This design comes from an exercise in tuning for small area and a short achievable clock period on the open sky130 flow, not from production work. No driver is modelled on the clock port, so clocking that relies on it looks cheaper here than on a real chip. No activity file was given, so power comes from the tool's default toggle rates.

==> run a <==
Design pe_dot_unit, start of the top module:
module pe_dot_unit (
  input  logic                clock,
  input  logic                i_arst_n,
  input  logic [7:0][7:0]     i_feature,
  input  logic [7:0][7:0]     i_filter,
  output logic signed [17:0]  o_result
);
clock: 4.7 ns
lec_check: 0
cap_margin: 20
core_margin: 2
core_utilization: 40
cts_cluster_diameter: 100
cts_cluster_size: 26
hold_slack_margin: 0.15
setup_slack_margin: 2.6
slew_margin: 20
synth_hierarchical: 1
synth_minimum_keep_size: 0
buffer_ports_args: -buffer_cell sky130_fd_sc_hd__buf_1
post_cts_tcl: /design/flow/flow/skew.tcl
skew_spec: 2 1.33 3 1.81 4 2.04 5 1.10
skew_group: 16
skip_cts_repair_timing: 1
remove_abc_buffers: 1
standard.sh (not shown) runs the stock make flow with config.mk's settings and CLKGATE_MAP_FILE= SYNTH_SCRIPT=/design/flow/synth_recipe.tcl, a recipe that flattens the netlist after the stock synthesis.
==> flow/flow/run.sh <==
#!/bin/bash
set -e
cd "$(dirname "$0")/.."
W=$(pwd)
{
  echo "export BUFFER_PORTS_ARGS = -buffer_cell sky130_fd_sc_hd__buf_1"
  echo "export POST_CTS_TCL = $W/flow/skew.tcl"
  echo "export SKEW_SPEC = 2 1.33 3 1.81 4 2.04 5 1.10"
  echo "export SKEW_GROUP = 16"
  echo "export SKIP_CTS_REPAIR_TIMING = 1"
  echo "export REMOVE_ABC_BUFFERS = 1"
} >> config.mk
bash standard.sh > standard.log 2>&1
==> flow/flow/skew.tcl <==

proc skew_log { msg } { puts "SKEW: $msg" }

# this file may be sourced inside a proc (the ORFS hook); keep its state global
global skew_block skew_db skew_group skew_rootnet skew_chain skew_chainnets

set skew_block [ord::get_db_block]
set skew_db [ord::get_db]
set skew_leaf_master [$skew_db findMaster sky130_fd_sc_hd__clkbuf_16]
set skew_drv_master [$skew_db findMaster sky130_fd_sc_hd__clkbuf_16]
set skew_dly_masters [list \
  [$skew_db findMaster sky130_fd_sc_hd__clkdlybuf4s50_1] \
  [$skew_db findMaster sky130_fd_sc_hd__clkdlybuf4s25_1] \
  [$skew_db findMaster sky130_fd_sc_hd__clkdlybuf4s15_1]]
set skew_group $::env(SKEW_GROUP)

# clock root buffer: the one cell on the clock port's net
set skew_portnet [[$skew_block findBTerm clock] getNet]
set skew_root ""
foreach it [$skew_portnet getITerms] { set skew_root [$it getInst] }
set skew_rootnet [[$skew_root findITerm X] getNet]
set skew_rootloc [$skew_root getLocation]
skew_log "root [$skew_root getName] net [$skew_rootnet getName]"

proc skew_clk_iterm { inst } {
  foreach it [$inst getITerms] {
    if { [[$it getMTerm] getName] == "CLK" } { return $it }
  }
  return ""
}

proc skew_arrival { insts } {
  set sum 0.0
  set n 0
  foreach inst $insts {
    set p [get_pins -of_objects [get_cells [$inst getName]] -filter "name==CLK"]
    set a [get_property $p arrival_max_rise]
    set sum [expr { $sum + $a }]
    incr n
  }
  if { $n == 0 } { return 0.0 }
  return [expr { $sum / $n }]
}

# split a list of insts into groups of at most skew_group by coordinate bisection
proc skew_split { insts } {
  global skew_group
  if { [llength $insts] <= $skew_group } { return [list $insts] }
  set xs {}
  set ys {}
  foreach i $insts {
    lassign [$i getLocation] x y
    lappend xs $x
    lappend ys $y
  }
  set dx [expr { [tcl::mathfunc::max {*}$xs] - [tcl::mathfunc::min {*}$xs] }]
  set dy [expr { [tcl::mathfunc::max {*}$ys] - [tcl::mathfunc::min {*}$ys] }]
  set idx [expr { $dx >= $dy ? 0 : 1 }]
  set keyed {}
  foreach i $insts { lappend keyed [list [lindex [$i getLocation] $idx] $i] }
  set sorted {}
  foreach k [lsort -integer -index 0 $keyed] { lappend sorted [lindex $k 1] }
  set half [expr { [llength $sorted] / 2 }]
  return [concat [skew_split [lrange $sorted 0 [expr { $half - 1 }]]] \
    [skew_split [lrange $sorted $half end]]]
}

proc skew_centroid { insts } {
  set sx 0
  set sy 0
  foreach i $insts {
    lassign [$i getLocation] x y
    incr sx $x
    incr sy $y
  }
  set n [llength $insts]
  return [list [expr { $sx / $n }] [expr { $sy / $n }]]
}

proc skew_place { inst loc } {
  $inst setLocation [lindex $loc 0] [lindex $loc 1]
  $inst setPlacementStatus PLACED
}

proc skew_build_chain { r drv cells flops } {
  global skew_block skew_rootnet
  [$drv findITerm A] disconnect
  foreach c $::skew_chain { odb::dbInst_destroy $c }
  foreach n $::skew_chainnets { odb::dbNet_destroy $n }
  set ::skew_chain {}
  set ::skew_chainnets {}
  set prev $skew_rootnet
  set j 0
  foreach m $cells {
    set c [odb::dbInst_create $skew_block $m "skew_r${r}_dly_$j"]
    skew_place $c [skew_centroid $flops]
    [$c findITerm A] connect $prev
    set nn [odb::dbNet_create $skew_block "skew_r${r}_chain_$j"]
    $nn setSigType CLOCK
    [$c findITerm X] connect $nn
    set prev $nn
    lappend ::skew_chain $c
    lappend ::skew_chainnets $nn
    incr j
  }
  [$drv findITerm A] connect $prev
}

set skew_ranks {}
foreach {r d} $::env(SKEW_SPEC) { dict set skew_ranks $r $d }
set skew_ref {}
set skew_byrank [dict create]
foreach inst [$skew_block getInsts] {
  if { ![string match "*df*" [[$inst getMaster] getName]] } { continue }
  set r 0
  regexp {_q([0-9]+)\$} [$inst getName] -> r
  if { [dict exists $skew_ranks $r] } {
    dict lappend skew_byrank $r $inst
  } else {
    lappend skew_ref $inst
  }
}
estimate_parasitics -placement
set skew_refarr [skew_arrival $skew_ref]
skew_log "reference arrival [format %.3f $skew_refarr] over [llength $skew_ref] registers"

set skew_oldnets {}
set skew_uid 0
dict for {r d} $skew_ranks {
  if { ![dict exists $skew_byrank $r] } { continue }
  set flops [dict get $skew_byrank $r]
  set drvnet [odb::dbNet_create $skew_block "skew_r${r}_trunk"]
  $drvnet setSigType CLOCK
  set k 0
  foreach grp [skew_split $flops] {
    set leaf [odb::dbInst_create $skew_block $skew_leaf_master "skew_r${r}_leaf_$k"]
    skew_place $leaf [skew_centroid $grp]
    set lnet [odb::dbNet_create $skew_block "skew_r${r}_leafnet_$k"]
    $lnet setSigType CLOCK
    [$leaf findITerm A] connect $drvnet
    [$leaf findITerm X] connect $lnet
    foreach f $grp {
      set it [skew_clk_iterm $f]
      set on [$it getNet]
      if { $on != "NULL" } { lappend skew_oldnets $on }
      $it disconnect
      $it connect $lnet
    }
    incr k
  }
  set drv [odb::dbInst_create $skew_block $skew_drv_master "skew_r${r}_drv"]
  skew_place $drv [skew_centroid $flops]
  [$drv findITerm X] connect $drvnet
  skew_log "rank $r: [llength $flops] registers, $k leaf buffers"

  # delay chain from the root net to the trunk driver: try chains of growing
  # delay and keep the one whose skew comes closest to the requested delay
  set s15 [$skew_db findMaster sky130_fd_sc_hd__clkdlybuf4s15_1]
  set s18 [$skew_db findMaster sky130_fd_sc_hd__clkdlybuf4s18_1]
  set s25 [$skew_db findMaster sky130_fd_sc_hd__clkdlybuf4s25_1]
  set s50 [$skew_db findMaster sky130_fd_sc_hd__clkdlybuf4s50_1]
  set cands [list {} [list $s15] [list $s18] [list $s25] [list $s15 $s15] [list $s15 $s25] \
    [list $s50] [list $s25 $s25] [list $s50 $s15] [list $s50 $s25] [list $s50 $s50] \
    [list $s50 $s50 $s15] [list $s50 $s50 $s25] [list $s50 $s50 $s50] \
    [list $s50 $s50 $s50 $s15] [list $s50 $s50 $s50 $s25] [list $s50 $s50 $s50 $s50] \
    [list $s50 $s50 $s50 $s50 $s25] [list $s50 $s50 $s50 $s50 $s50]]
  set ::skew_chain {}
  set ::skew_chainnets {}
  set best {}
  set bestdiff 1e9
  foreach cells $cands {
    skew_build_chain $r $drv $cells $flops
    estimate_parasitics -placement
    set got [expr { [skew_arrival $flops] - $skew_refarr }]
    skew_log "rank $r: chain of [llength $cells] cells gives skew [format %.3f $got] (want $d)"
    set diff [expr { abs($got - $d) }]
    if { $diff < $bestdiff } {
      set bestdiff $diff
      set best $cells
    }
    if { $got > $d + 0.15 } { break }
  }
  skew_build_chain $r $drv $best $flops
}

# clock buffers left without sinks
foreach n [lsort -unique $skew_oldnets] {
  set sinks 0
  set drv ""
  foreach it [$n getITerms] {
    if { [$it isOutputSignal] } { set drv [$it getInst] } else { incr sinks }
  }
  if { $sinks == 0 && $drv != "" } {
    skew_log "removing idle clock buffer [$drv getName]"
    odb::dbInst_destroy $drv
    odb::dbNet_destroy $n
  }
}

detailed_placement
check_placement -verbose
estimate_parasitics -placement
dict for {r d} $skew_ranks {
  if { [dict exists $skew_byrank $r] } {
    skew_log "rank $r final skew [format %.3f [expr { [skew_arrival [dict get $skew_byrank $r]] - [skew_arrival $skew_ref] }]]"
  }
}
report_clock_skew
==> run b: changes against run a <==
==> flow/flow/run.sh (replaced) <==
#!/bin/bash
set -e
cd "$(dirname "$0")/.."
W=$(pwd)
{
  echo "export BUFFER_PORTS_ARGS = -buffer_cell sky130_fd_sc_hd__buf_1"
  echo "export POST_CTS_TCL = $W/flow/skew.tcl"
  echo "export SKEW_SPEC = 2 1.73 3 2.25 4 2.86 5 1.42"
  echo "export SKEW_GROUP = 24"
  echo "export SKEW_LEAF = sky130_fd_sc_hd__clkbuf_16"
  echo "export SKIP_CTS_REPAIR_TIMING = 1"
  echo "export REMOVE_ABC_BUFFERS = 1"
} >> config.mk
bash standard.sh > standard.log 2>&1
--- a/flow/flow/skew.tcl
+++ b/flow/flow/skew.tcl
@@ -3,9 +3,9 @@
 
 # this file may be sourced inside a proc (the ORFS hook); keep its state global
-global skew_block skew_db skew_group skew_rootnet skew_chain skew_chainnets
+global skew_block skew_db skew_group skew_rootnet skew_chain skew_chainnets skew_ranks skew_ref
 
 set skew_block [ord::get_db_block]
 set skew_db [ord::get_db]
-set skew_leaf_master [$skew_db findMaster sky130_fd_sc_hd__clkbuf_16]
+set skew_leaf_master [$skew_db findMaster $::env(SKEW_LEAF)]
 set skew_drv_master [$skew_db findMaster sky130_fd_sc_hd__clkbuf_16]
 set skew_dly_masters [list \
@@ -43,8 +43,11 @@
 }
 
-# split a list of insts into groups of at most skew_group by coordinate bisection
+# split a list of insts into ceil(n / skew_group) groups of about equal size
+# by coordinate bisection
 proc skew_split { insts } {
   global skew_group
-  if { [llength $insts] <= $skew_group } { return [list $insts] }
+  set n [llength $insts]
+  set k [expr { ($n + $skew_group - 1) / $skew_group }]
+  if { $k <= 1 } { return [list $insts] }
   set xs {}
   set ys {}
@@ -60,8 +63,9 @@
   foreach i $insts { lappend keyed [list [lindex [$i getLocation] $idx] $i] }
   set sorted {}
-  foreach k [lsort -integer -index 0 $keyed] { lappend sorted [lindex $k 1] }
-  set half [expr { [llength $sorted] / 2 }]
-  return [concat [skew_split [lrange $sorted 0 [expr { $half - 1 }]]] \
-    [skew_split [lrange $sorted $half end]]]
+  foreach kk [lsort -integer -index 0 $keyed] { lappend sorted [lindex $kk 1] }
+  set k1 [expr { $k / 2 }]
+  set n1 [expr { int(round(double($n) * $k1 / $k)) }]
+  return [concat [skew_split [lrange $sorted 0 [expr { $n1 - 1 }]]] \
+    [skew_split [lrange $sorted $n1 end]]]
 }
 
@@ -86,8 +90,10 @@
   global skew_block skew_rootnet
   [$drv findITerm A] disconnect
-  foreach c $::skew_chain { odb::dbInst_destroy $c }
-  foreach n $::skew_chainnets { odb::dbNet_destroy $n }
-  set ::skew_chain {}
-  set ::skew_chainnets {}
+  for { set j 0 } { $j < 32 } { incr j } {
+    set c [$skew_block findInst "skew_r${r}_dly_$j"]
+    if { $c != "NULL" } { odb::dbInst_destroy $c }
+    set n [$skew_block findNet "skew_r${r}_chain_$j"]
+    if { $n != "NULL" } { odb::dbNet_destroy $n }
+  }
   set prev $skew_rootnet
   set j 0
@@ -100,9 +106,45 @@
     [$c findITerm X] connect $nn
     set prev $nn
-    lappend ::skew_chain $c
-    lappend ::skew_chainnets $nn
     incr j
   }
   [$drv findITerm A] connect $prev
+}
+
+proc skew_tune { r d flops drv } {
+  global skew_db skew_ref
+  set s15 [$skew_db findMaster sky130_fd_sc_hd__clkdlybuf4s15_1]
+  set s25 [$skew_db findMaster sky130_fd_sc_hd__clkdlybuf4s25_1]
+  set s50 [$skew_db findMaster sky130_fd_sc_hd__clkdlybuf4s50_1]
+  set est {}
+  for { set a 0 } { $a <= 6 } { incr a } {
+    for { set b 0 } { $b <= 2 } { incr b } {
+      for { set c 0 } { $c <= 1 } { incr c } {
+        set cells {}
+        for { set i 0 } { $i < $a } { incr i } { lappend cells $s50 }
+        for { set i 0 } { $i < $b } { incr i } { lappend cells $s25 }
+        for { set i 0 } { $i < $c } { incr i } { lappend cells $s15 }
+        lappend est [list [expr { 0.52 * $a + 0.30 * $b + 0.22 * $c }] $cells]
+      }
+    }
+  }
+  set best {}
+  set bestdiff 1e9
+  set bestgot 0
+  foreach e [lsort -real -index 0 $est] {
+    set cells [lindex $e 1]
+    skew_build_chain $r $drv $cells $flops
+    estimate_parasitics -placement
+    set got [expr { [skew_arrival $flops] - [skew_arrival $skew_ref] }]
+    # aim 0.05 ns low: legalizing the new cells afterwards adds about that
+    set diff [expr { abs($got - ($d - 0.05)) }]
+    if { $diff < $bestdiff } {
+      set bestdiff $diff
+      set best $cells
+      set bestgot $got
+    }
+    if { $got > $d + 0.15 } { break }
+  }
+  skew_build_chain $r $drv $best $flops
+  skew_log "rank $r: chain of [llength $best] cells, skew [format %.3f $bestgot] (want $d)"
 }
 
@@ -126,4 +168,5 @@
 
 set skew_oldnets {}
+set skew_drvs [dict create]
 set skew_uid 0
 dict for {r d} $skew_ranks {
@@ -154,32 +197,7 @@
   skew_log "rank $r: [llength $flops] registers, $k leaf buffers"
 
-  # delay chain from the root net to the trunk driver: try chains of growing
-  # delay and keep the one whose skew comes closest to the requested delay
-  set s15 [$skew_db findMaster sky130_fd_sc_hd__clkdlybuf4s15_1]
-  set s18 [$skew_db findMaster sky130_fd_sc_hd__clkdlybuf4s18_1]
-  set s25 [$skew_db findMaster sky130_fd_sc_hd__clkdlybuf4s25_1]
-  set s50 [$skew_db findMaster sky130_fd_sc_hd__clkdlybuf4s50_1]
-  set cands [list {} [list $s15] [list $s18] [list $s25] [list $s15 $s15] [list $s15 $s25] \
-    [list $s50] [list $s25 $s25] [list $s50 $s15] [list $s50 $s25] [list $s50 $s50] \
-    [list $s50 $s50 $s15] [list $s50 $s50 $s25] [list $s50 $s50 $s50] \
-    [list $s50 $s50 $s50 $s15] [list $s50 $s50 $s50 $s25] [list $s50 $s50 $s50 $s50] \
-    [list $s50 $s50 $s50 $s50 $s25] [list $s50 $s50 $s50 $s50 $s50]]
-  set ::skew_chain {}
-  set ::skew_chainnets {}
-  set best {}
-  set bestdiff 1e9
-  foreach cells $cands {
-    skew_build_chain $r $drv $cells $flops
-    estimate_parasitics -placement
-    set got [expr { [skew_arrival $flops] - $skew_refarr }]
-    skew_log "rank $r: chain of [llength $cells] cells gives skew [format %.3f $got] (want $d)"
-    set diff [expr { abs($got - $d) }]
-    if { $diff < $bestdiff } {
-      set bestdiff $diff
-      set best $cells
-    }
-    if { $got > $d + 0.15 } { break }
-  }
-  skew_build_chain $r $drv $best $flops
+  # delay chain from the root net to the trunk driver
+  dict set skew_drvs $r $drv
+  skew_tune $r $d $flops $drv
 }
 
@@ -198,4 +216,54 @@
 }
 
+proc skew_of { inst } {
+  global skew_ranks
+  set r 0
+  regexp {_q([0-9]+)\$} [$inst getName] -> r
+  if { [dict exists $skew_ranks $r] } { return [dict get $skew_ranks $r] }
+  return 0.0
+}
+set skew_npad 0
+set s25m [$skew_db findMaster sky130_fd_sc_hd__clkdlybuf4s25_1]
+set s50m [$skew_db findMaster sky130_fd_sc_hd__clkdlybuf4s50_1]
+foreach inst [$skew_block getInsts] {
+  if { ![string match "*df*" [[$inst getMaster] getName]] } { continue }
+  set dit [$inst findITerm D]
+  if { $dit == "NULL" } { continue }
+  set dnet [$dit getNet]
+  if { $dnet == "NULL" } { continue }
+  set src ""
+  foreach it [$dnet getITerms] {
+    if { [$it isOutputSignal] } { set src [$it getInst] }
+  }
+  if { $src == "" || ![string match "*df*" [[$src getMaster] getName]] } { continue }
+  set gap [expr { [skew_of $inst] - [skew_of $src] }]
+  if { $gap < 0.12 } { continue }
+  set cells [list $s25m]
+  if { $gap > 0.3 } { set cells [list $s50m] }
+  if { $gap > 0.7 } { set cells [list $s50m $s50m] }
+  if { $gap > 1.1 } { set cells [list $s50m $s50m $s50m] }
+  $dit disconnect
+  set prev $dnet
+  set j 0
+  foreach m $cells {
+    set c [odb::dbInst_create $skew_block $m "skew_hold_${skew_npad}_$j"]
+    skew_place $c [$inst getLocation]
+    [$c findITerm A] connect $prev
+    set nn [odb::dbNet_create $skew_block "skew_hold_${skew_npad}_n$j"]
+    [$c findITerm X] connect $nn
+    set prev $nn
+    incr j
+  }
+  $dit connect $prev
+  incr skew_npad
+}
+skew_log "delay cells on $skew_npad register-to-register connections"
+
+detailed_placement
+dict for {r d} $skew_ranks {
+  if { [dict exists $skew_byrank $r] } {
+    skew_tune $r $d [dict get $skew_byrank $r] [dict get $skew_drvs $r]
+  }
+}
 detailed_placement
 check_placement -verbose
--- a/flow/config.mk
+++ b/flow/config.mk
@@ -11,6 +11,6 @@
 export CTS_CLUSTER_DIAMETER = 100
 export CTS_CLUSTER_SIZE = 26
-export HOLD_SLACK_MARGIN = 0.15
-export SETUP_SLACK_MARGIN = 2.6
+export HOLD_SLACK_MARGIN = 0.2
+export SETUP_SLACK_MARGIN = 2.7
 export SLEW_MARGIN = 20
 export SYNTH_HIERARCHICAL = 1
@@ -18,6 +18,7 @@
 export BUFFER_PORTS_ARGS = -buffer_cell sky130_fd_sc_hd__buf_1
 export POST_CTS_TCL = /design/flow/flow/skew.tcl
-export SKEW_SPEC = 2 1.33 3 1.81 4 2.04 5 1.10
-export SKEW_GROUP = 16
+export SKEW_SPEC = 2 1.73 3 2.25 4 2.86 5 1.42
+export SKEW_GROUP = 24
+export SKEW_LEAF = sky130_fd_sc_hd__clkbuf_16
 export SKIP_CTS_REPAIR_TIMING = 1
 export REMOVE_ABC_BUFFERS = 1
==> notes <==
- Run b finished but fails on negative hold slack. Run a completed, yet does not pass: negative hold slack.
- In run a the register-to-register slack is lower than in run b, by 250 ps.
- Flip-flop and latch count is the same in run a and run b.
- Against run a, the maximum frequency of run b is higher by 12%.
- Against run a, the sequential power of run b is lower by about 1%.
- Between run a and run b, the lower first-iteration DRC count is in run b (gap 3.1%, measured against run b).
- Of run a and run b, run b has the higher via count (gap 1.5%, measured against run b).
==> figures <==
Result of the run: run b complete, but fails checks; run a complete, but fails checks
Layout check failures: run b negative hold slack; run a negative hold slack
Number of vias per cell after detailed routing: run b 5.03; run a 5.07
Leakage power figure: run b 9.14 nW; run a 9.00 nW
Most common cell after layout, fill and taps aside: run b dfxtp_1; run a fa_1
Comb group: run b 11.5 mW; run a 11.0 mW
Final std cells w/o fill: run b 2333; run a 2281
Minimum period implied by the final worst setup slack: run b 2070 ps; run a 2320 ps
Worst slack on hold paths: run b -417 ps; run a -188 ps
Reg-to-reg setup timing slack: run b 2630 ps; run a 2380 ps
Sequential share of cell area: run b 0.295; run a 0.299
Final cycle utilization of the critical path: run b 0.441; run a 0.493
Share of power burned in combinational logic: run b 0.621; run a 0.600
Cell internal power dissipation: run b 10.9 mW; run a 10.7 mW
Worst slew pin tran: run b 596 ps; run a 613 ps
No functional check of the RTL was part of any run of this note.

==> re-timing with driven ports <==
The flow's constraints put no driver on any port. The routed layouts listed below were extracted and timed again, unchanged, in two steps.
Step 1 (the two cells are an assumption about what drives the block):
set clk [get_ports {clock}]
set_driving_cell -lib_cell sky130_fd_sc_hd__clkbuf_16 $clk
set_driving_cell -lib_cell sky130_fd_sc_hd__buf_2 [delete_from_list [all_inputs] $clk]
Step 2, shift: input delay + t, output delay - t, t = (earliest + latest rising clock arrival at the registers) / 2. This alone moves slack from input paths to output paths.
Three values: no drivers, after step 1, after step 2; two values: the first two.
run	t, ns	setup WS [ns]	hold slack, ns	clock arrival spread, ns	cell pins on the clock port's net
run a	1.628	2.381 / 2.381 / 2.344	-0.188 / -0.188 / -0.188	2.162 / 2.162	1
run b	2.003	2.627 / 2.627 / 1.969	-0.417 / -0.417 / -0.417	2.915 / 2.915	1
In run a and run b the clock reaches the registers at very different times; t lies between them, and the last value is a rough guide only. For run b, which loses most, drivers alone change the setup slack by 0.000 ns; drivers and shift together by -0.658 ns.
